Source: an optimization exercise on an open RTL-to-GDS flow (aim: small area, a short achievable clock period and few clock cycles per item). Production flows keep margins and buffers that such runs may drop. Only simulation tests tie the RTL to the original design; equivalence was not proved. Power is estimated from default activity; no workload was simulated.

==> design/flow/design.v <==
`default_nettype none
module priority_sjf_aging_scheduler (
   input  wire        clock,
   input  wire        reset,
   input  wire        req_valid,
   output wire        req_ready,
   input  wire        req_opcode,
   input  wire [3:0]  req_slot,
   input  wire [7:0]  req_task_id,
   input  wire [15:0] req_arrive_at,
   input  wire [15:0] req_burst_length,
   input  wire [3:0]  req_initial_priority,
   output wire        rsp_valid,
   input  wire        rsp_ready,
   output wire [15:0] rsp_tick_time,
   output wire        rsp_idle,
   output wire [3:0]  rsp_running_slot,
   output wire [7:0]  rsp_running_id,
   output wire        rsp_context_switch,
   output wire        rsp_first_run,
   output wire        rsp_finished,
   output wire [15:0] rsp_finish_tick,
   output wire        rsp_all_done,
   output wire [15:0] rsp_switch_count,
   input  wire        csr_valid,
   output wire        csr_ready,
   input  wire [1:0]  csr_index,
   input  wire [15:0] csr_data
);
   localparam integer NS = 16;
   logic [7:0]  id_q   [NS];
   logic [15:0] mk_q   [NS];    
   logic [15:0] rem_q  [NS];
   logic [3:0]  pr_q   [NS];
   logic [NS-1:0] pend_q, queued_q, started_q, arr_ok_q, age_ok_q;
   logic [15:0] now_q;
   logic [15:0] sw_total_q;
   logic [7:0]  prev_id_q;       
   logic        busy_q;
   logic [15:0] thr_q;
   logic [3:0]  boost_q;
   logic        rsp_valid_q;
   logic [3:0]  r_slot_q;
   logic        r_sw_q, r_first_q, r_fin_q, r_done_q, r_tsat_q;
   logic out_free, tick_go, load_go;
   assign out_free  = !rsp_valid_q || rsp_ready;
   assign req_ready = out_free;
   assign csr_ready = 1'b1;
   assign tick_go   = req_valid && out_free && req_opcode;
   assign load_go   = req_valid && out_free && !req_opcode;
   logic        now_max;
   logic [15:0] now_next;
   logic        thr0, thr_le_d;
   logic [15:0] thr_eff;
   logic [16:0] x_tick, x_idle;
   logic [15:0] xg;
   logic        xg_ok;
   logic [4:0]  boost1;
   assign now_max  = (now_q == 16'hFFFF);
   assign now_next = now_max ? now_q : now_q + 16'd1;
   assign thr0     = (thr_q == 16'd0);
   assign thr_le_d = thr0 || ((thr_q == 16'd1) && !now_max);
   assign thr_eff  = (csr_valid && csr_index == 2'd0) ? csr_data : thr_q;
   assign x_tick   = {1'b0, now_next} - {1'b0, thr_q};
   assign x_idle   = {1'b0, now_q} - {1'b0, thr_eff};
   assign xg       = tick_go ? x_tick[15:0] : x_idle[15:0];
   assign xg_ok    = tick_go ? !x_tick[16] : !x_idle[16];
   assign boost1   = {1'b0, boost_q} + 5'd1;
   logic [NS-1:0] adm, q1, age;
   logic [3:0]    pr2 [NS];
   always_comb begin
      for (int i = 0; i < NS; i++) begin
         adm[i] = pend_q[i] && !queued_q[i] && arr_ok_q[i];
         q1[i]  = queued_q[i] || adm[i];
         age[i] = (pr_q[i] > 4'd1) &&
                  ((queued_q[i] && age_ok_q[i]) || (adm[i] && thr0));
         if (!age[i])
            pr2[i] = pr_q[i];
         else if ({1'b0, pr_q[i]} > boost1)
            pr2[i] = pr_q[i] - boost_q;
         else
            pr2[i] = 4'd1;
      end
   end
   logic        t_v   [2*NS-1];
   logic [3:0]  t_pr  [2*NS-1];
   logic [15:0] t_rem [2*NS-1];
   logic [7:0]  t_id  [2*NS-1];
   logic [3:0]  t_ix  [2*NS-1];
   always_comb begin
      for (int i = 0; i < NS; i++) begin
         t_v  [NS-1+i] = q1[i];
         t_pr [NS-1+i] = pr2[i];
         t_rem[NS-1+i] = rem_q[i];
         t_id [NS-1+i] = id_q[i];
         t_ix [NS-1+i] = 4'(i);
      end
      for (int n = NS-2; n >= 0; n--) begin
         logic b_wins;
         b_wins = t_v[2*n+2] && (!t_v[2*n+1] ||
                  (t_pr[2*n+2] < t_pr[2*n+1]) ||
                  ((t_pr[2*n+2] == t_pr[2*n+1]) && (t_rem[2*n+2] < t_rem[2*n+1])));
         t_v  [n] = t_v[2*n+1] || t_v[2*n+2];
         t_pr [n] = b_wins ? t_pr [2*n+2] : t_pr [2*n+1];
         t_rem[n] = b_wins ? t_rem[2*n+2] : t_rem[2*n+1];
         t_id [n] = b_wins ? t_id [2*n+2] : t_id [2*n+1];
         t_ix [n] = b_wins ? t_ix [2*n+2] : t_ix [2*n+1];
      end
   end
   logic        found, fin, sw, all_done;
   logic [3:0]  sel;
   logic [15:0] sel_rem, rem_dec;
   logic [7:0]  sel_id;
   logic [NS-1:0] run, pend_after;
   assign found   = t_v[0];
   assign sel     = t_ix[0];
   assign sel_rem = t_rem[0];
   assign sel_id  = t_id[0];
   assign rem_dec = sel_rem - 16'd1;
   assign fin     = (sel_rem == 16'd1);
   assign sw      = busy_q && found && (prev_id_q != sel_id);
   always_comb begin
      for (int i = 0; i < NS; i++)
         run[i] = found && (sel == 4'(i));
   end
   assign pend_after = pend_q & ~(run & {NS{fin}});
   assign all_done   = (pend_after == '0);
   always_ff @(posedge clock) begin
      for (int i = 0; i < NS; i++) begin
         if (load_go && req_slot == 4'(i)) begin
            id_q[i]  <= req_task_id;
            mk_q[i]  <= req_arrive_at;
            rem_q[i] <= req_burst_length;
            pr_q[i]  <= req_initial_priority;
         end else if (tick_go) begin
            pr_q[i] <= pr2[i];
            if (run[i]) begin
               rem_q[i] <= rem_dec;
               mk_q[i]  <= now_next;
            end else if (adm[i] || age[i]) begin
               mk_q[i]  <= now_q;
            end
         end
      end
   end
   always_ff @(posedge clock) begin
      for (int i = 0; i < NS; i++) begin
         if (load_go && req_slot == 4'(i)) begin
            started_q[i] <= 1'b0;
            arr_ok_q[i]  <= (req_arrive_at <= now_q);
         end else if (tick_go) begin
            started_q[i] <= started_q[i] || run[i];
            arr_ok_q[i]  <= arr_ok_q[i] || (mk_q[i] == now_next);
         end
         if (tick_go && run[i])
            age_ok_q[i] <= thr0;
         else if (tick_go && (adm[i] || age[i]))
            age_ok_q[i] <= thr_le_d;
         else
            age_ok_q[i] <= xg_ok && (mk_q[i] <= xg);
      end
   end
   always_ff @(posedge clock) begin
      if (reset) begin
         pend_q   <= '0;
         queued_q <= '0;
      end else begin
         for (int i = 0; i < NS; i++) begin
            if (load_go && req_slot == 4'(i)) begin
               pend_q[i]   <= (req_burst_length != 16'd0);
               queued_q[i] <= 1'b0;
            end else if (tick_go) begin
               pend_q[i]   <= pend_after[i];
               queued_q[i] <= q1[i] && !(run[i] && fin);
            end
         end
      end
   end
   always_ff @(posedge clock) begin
      if (reset) begin
         now_q       <= '0;
         sw_total_q  <= '0;
         prev_id_q   <= '0;
         busy_q      <= 1'b0;
         rsp_valid_q <= 1'b0;
      end else begin
         if (tick_go) begin
            now_q     <= now_next;
            busy_q    <= found;
            prev_id_q <= found ? sel_id : 8'd0;
            if (sw && sw_total_q != 16'hFFFF)
               sw_total_q <= sw_total_q + 16'd1;
            rsp_valid_q <= 1'b1;
         end else if (rsp_ready) begin
            rsp_valid_q <= 1'b0;
         end
      end
   end
   always_ff @(posedge clock) begin
      if (tick_go) begin
         r_slot_q  <= sel;
         r_sw_q    <= sw;
         r_first_q <= found && ((started_q & run) == '0);
         r_fin_q   <= found && fin;
         r_done_q  <= all_done;
         r_tsat_q  <= now_max;
      end
   end
   always_ff @(posedge clock) begin
      if (reset) begin
         thr_q   <= 16'd15;
         boost_q <= 4'd1;
      end else if (csr_valid) begin
         if (csr_index == 2'd0) thr_q   <= csr_data;
         if (csr_index == 2'd1) boost_q <= csr_data[3:0];
      end
   end
   assign rsp_valid          = rsp_valid_q;
   assign rsp_tick_time      = r_tsat_q ? now_q : now_q - 16'd1;
   assign rsp_idle           = !busy_q;
   assign rsp_running_slot   = r_slot_q;
   assign rsp_running_id     = prev_id_q;
   assign rsp_context_switch = r_sw_q;
   assign rsp_first_run      = r_first_q;
   assign rsp_finished       = r_fin_q;
   assign rsp_finish_tick    = r_fin_q ? now_q : 16'd0;
   assign rsp_all_done       = r_done_q;
   assign rsp_switch_count   = sw_total_q;
endmodule
`default_nettype wire
==> design/flow/run.sh <==
#!/bin/bash
# synth_recipe.tcl (not shown) runs the flow's synth.tcl, then flattens the netlist and writes it again
# the make line also repeats each setting of config.mk as NAME=value (left out here)
make -C /OpenROAD-flow-scripts/flow DESIGN_CONFIG=/design/flow/config.mk WORK_HOME=/design/flow/orfs CLKGATE_MAP_FILE= SYNTH_SCRIPT=/design/flow/synth_recipe.tcl finish
==> design/flow/config.mk <==
export PLATFORM = sky130hd
export DESIGN_NAME = priority_sjf_aging_scheduler
export DESIGN_NICKNAME = priority_sjf_aging_scheduler
export VERILOG_FILES = /design/flow/design.v
export SDC_FILE = /design/flow/constraint.sdc
export NUM_CORES = 4
export LEC_CHECK = 0
export CAP_MARGIN = 20
export CORE_MARGIN = 2
export CORE_UTILIZATION = 40
export PLACE_DENSITY = 0.6
export SLEW_MARGIN = 20
==> design/flow/constraint.sdc <==
create_clock -name core_clock -period 10.0 [get_ports {clock}]
set_input_delay 2.0000 -clock core_clock [delete_from_list [all_inputs] [get_ports {clock}]]
set_output_delay 2.0000 -clock core_clock [all_outputs]
set_load 0.01 [all_outputs]
==> results.txt <==
Clock power frac around 39%; Primary FF master, synth edfxtp_1; ANT nets after route 0; setup ws final -2869 ps; Clk pin slew, worst setup/hold paths 60 ps; Total Power 10.44 mW; RD Place Congestion approximately 1; Crit path largest cell delay 440 ps; # hold bufs at CTS 0; Nets 9522; Setup crit end kind flop; Worst Path Required 10660 ps; reg2reg setup slack -2870 ps; Worst Tran Pin Value 1264 ps; core area 165200 sq um; Clock Latency Late Sink approximately 740 ps; drt total wl 283100 um; wire per inst 25.62 um; FMAX between 70 and 80 MHz; Layout area overhead 30.93%; root buffer cell clkbuf_16; grt ovf 0; Yosys cell types about 110; first-pass GRT wire length 406000 um; clock buffer depth 3; First DRT Iteration DRCs 7165; Tmin final between 10000 and 15000 ps; cell taking the most area after synthesis edfxtp_1; crit path DAT 13520 ps; Buf/Inv on CP 11; Slew HR 15.71%; Post-synth EDFFs between 700 and 800; synthesized flop and latch total 855; Flop pwr share 38.6%; H-tree levels 3; post-synthesis sequential area ratio between 30% and 40%; slowest CP cell a2111o_1; syn_area_per_cell 8.870 sq um; final routed DRC violation total 0; startpoint types flop; static leakage 36.19 nW; top cells by area, synth edfxtp_1, ha_1, o21ai_0; CTS tree done; starting density of the core 40.36%; worst hold path type flop to flop; RSZ-0062 raised after global routing yes; final hold violations 0; Final Hold Slack 471.2 ps; drt first pass iters 7; fraction of layout cells with a size suffix above 1 24.89%; Filler Cell Count 15190; Via-to-Cell Ratio around 5.8; Die Wd 412.2 um; Layout Skew 28.88 ps; crit-path max FO 8; Ports 140; Power per Cell Area 119.6 nW/um^2; Gate power share 22.7%; Pins Over Slew Limit 0; dpl hpwl 200900 um; die area ~170000 sq um; outcome finished with violations; DR vias 64440; Synth warnings 11; Sw Ratio 29.88%; syn nets approximately 8300; post-synthesis async set-or-reset flop share 0%; Die Ht 412.2 um; largest net degree at the start of global routing 64; internal power 7.318 mW; Yosys top cell area share between 30 and 40%; synthesized area 66660 sq um; Net Sw Power 3.119 mW; GRT Util Overall 32.33%; Post-Syn Instances approximately 7500; layout check failures negative setup slack; port buffer count 138; initial antenna violation count 12; vias in the first global route 62350; most numerous cell on the critical path a21o_1; Worst Setup Path Type flop to flop; cell family with most CP delay compound AO/OA/AOI/OAI gates; fin crit share 128.7%; Final setup viols 1120; CTS Sinks 855; # rows between 100 and 150; worst vdd ir approximately 0.00017 V; maxcap violations 0; CTS Buf Count 104
-- layout make-up --
class	count	area [sq um]	area share, %
Antenna cell	2	5.005	0.005734
Clock buffer	136	2878	3.297
Clock inverter	56	661.9	0.7584
Inverter	417	1588	1.819
Multi-Input combinational cell	5791	41420	47.46
Sequential cell	855	24420	27.98
Tap cell	2189	2739	3.138
Timing Repair Buffer	1604	13560	15.54
-- logic make-up (layout without fill, tap and decap cells) --
logic type	count (synthesis)	after routing	synth area share (%)
AOI/OAI and AO/OA	1855	1856	16.75
xor gates and xnor gates	445	445	5.847
adders and majority gates	696	696	13.20
buffers and inverters	870	2213	5.010
DFF	855	855	36.62
muxes	380	380	5.931
other	1	3	0.005626
and+or+nand+nor	2413	2413	16.63
-- placed cells by master, fill, tap and decap left out, types with 73 or more instances in the layout --
master,synthesis,layout
o21ai_0,654,572
buf_4,4,1336
a21oi_1,587,536
buf_12,0,73
nand2b_1,109,102
nand4_1,124,124
nand3_1,109,100
dfxtp_1,126,123
nor3_1,85,74
nand2_1,790,772
nor4_1,84,73
nor2_1,794,773
inv_1,396,379
ha_1,659,635
xor2_1,94,92
clkbuf_16,0,111
a21o_1,136,134
edfxtp_1,729,729
nor2b_1,113,110
clkdlybuf4s50_1,0,133
mux2_2,118,116
mux2i_1,260,230
xnor2_1,351,337
-- final timing paths --
check	startpoint	end	cells past startpoint
worst max register to register	boost_q[0]$_SDFFE_PP1P_	sw_total_q[15]$_SDFFE_PP0P_	69
worst min register to register	started_q[11]$_SDFFE_PP0P_	started_q[11]$_SDFFE_PP0P_	2
worst max-delay path	boost_q[0]$_SDFFE_PP1P_	sw_total_q[15]$_SDFFE_PP0P_	69
worst min-delay path	started_q[11]$_SDFFE_PP0P_	started_q[11]$_SDFFE_PP0P_	2
-- cell usage after synthesis (13+ instances only) --
master / count
o21a_1: 61
maj3_1: 16
or2_2: 31
o21ai_0: 654
a2111oi_0: 19
a21oi_1: 587
ha_1: 659
xnor2_1: 351
a211oi_1: 66
xor2_1: 94
nor2_1: 794
and4_1: 19
nand2_1: 790
a22o_1: 15
nor4_1: 84
nand4_1: 124
or3_1: 28
inv_1: 396
and3_1: 19
o21ai_1: 13
nand2b_1: 109
clkbuf_1: 347
mux2_2: 118
buf_1: 70
a21o_1: 136
a31oi_1: 30
and2_1: 49
o22ai_1: 24
mux2i_1: 260
a22oi_1: 26
nor3_1: 85
nor2b_1: 113
buf_2: 29
o31a_1: 26
fa_1: 18
nand3_1: 109
edfxtp_1: 729
a2bb2oi_1: 18
dfxtp_1: 126
o31ai_1: 33
nand3b_1: 15
-- tightest hold or removal path, cell delays in order (launching register included) --
cell     delay (ps)
dfxtp_1         290
inv_1            70
a21oi_1          60
-- per-stage QoR --
stage / instance area [sq um] / util, % / worst slack (ps) / TNS, ps / cells
6_report: 87280 / 52.84 / -2869 / -2707520 / 11050
4_1_cts: 86020 / 52.08 / -2588 / -2392630 / 11020
3_3_place_gp: 81110 / 49.10 / -3138 / -2768870 / 10770
2_1_floorplan: 67830 / - / -2878 / -2794730 / 7515
5_1_grt: 87270 / 52.84 / -3229 / -3126230 / 11050
3_5_place_dp: 81120 / 49.11 / -3311 / -2928380 / 10770
-- flip-flops by register name, summed over array words and instances, names as in the netlist, 4 cells and up --
signal,count
started_q,16
queued_q,16
pend_q,16
now_q,16
sw_total_q,16
id_q,128
age_ok_q,16
rem_q,256
mk_q,256
thr_q,16
r_slot_q,4
arr_ok_q,16
prev_id_q,8
pr_q,64
boost_q,4
-- timing repair --
action                                  in CTS  in global routing
pin swaps                                   50                 91
gates cloned                                 5                  3
endpoints found under the setup margin    1120               1120
resized for setup                          210                227
setup buffers                               50                 32
-- per-layer routing --
| metal | track usage (%) | wire, um |
|---|---|---|
| met1 | 44.34 | 117800 |
| met2 | 49.35 | 120700 |
| met3 | 6.958 | 31830 |
| met4 | 13.04 | 12720 |
| met5 | 0 | 46 |
-- power by group through the flow --
stage | Combinational (mW) | Sequential (mW) | Clock (mW)
2_1_floorplan | 1.20 | 4.09 | 0
3_3_place_gp | 2.14 | 4.10 | 0
3_5_place_dp | 2.19 | 4.10 | 0
4_1_cts | 2.25 | 4.03 | 4.06
5_1_grt | 2.53 | 4.03 | 4.18
6_report | 2.37 | 4.03 | 4.03
Testbench counts, summed over its fixed seeds: cycles 24,051, ticks 19,485.

## separate check: timing with driven ports
No port has a modelled driver above. Below, the same layout with a new extraction and two added sets of constraints.
Step 1 sets driving cells, clkbuf_16 on the clock port and buf_2 on the other inputs (assumed; they add their load-dependent delay and slew).
Step 2 moves the port delays by t, midway between the first and last clock arrival at a register: inputs arrive t later, outputs are due t later. That takes back most of the time a late clock gives input paths.
a / b / c = no drivers / after step 1 / after step 2; a / b = the first two.
shift t [ns]: 0.811
setup slack, ns: -2.869 / -2.869 / -2.869
worst setup path at the end: register to register
The setup slack of this run moves by 0.000 ns with the drivers and by 0.000 ns with both steps.
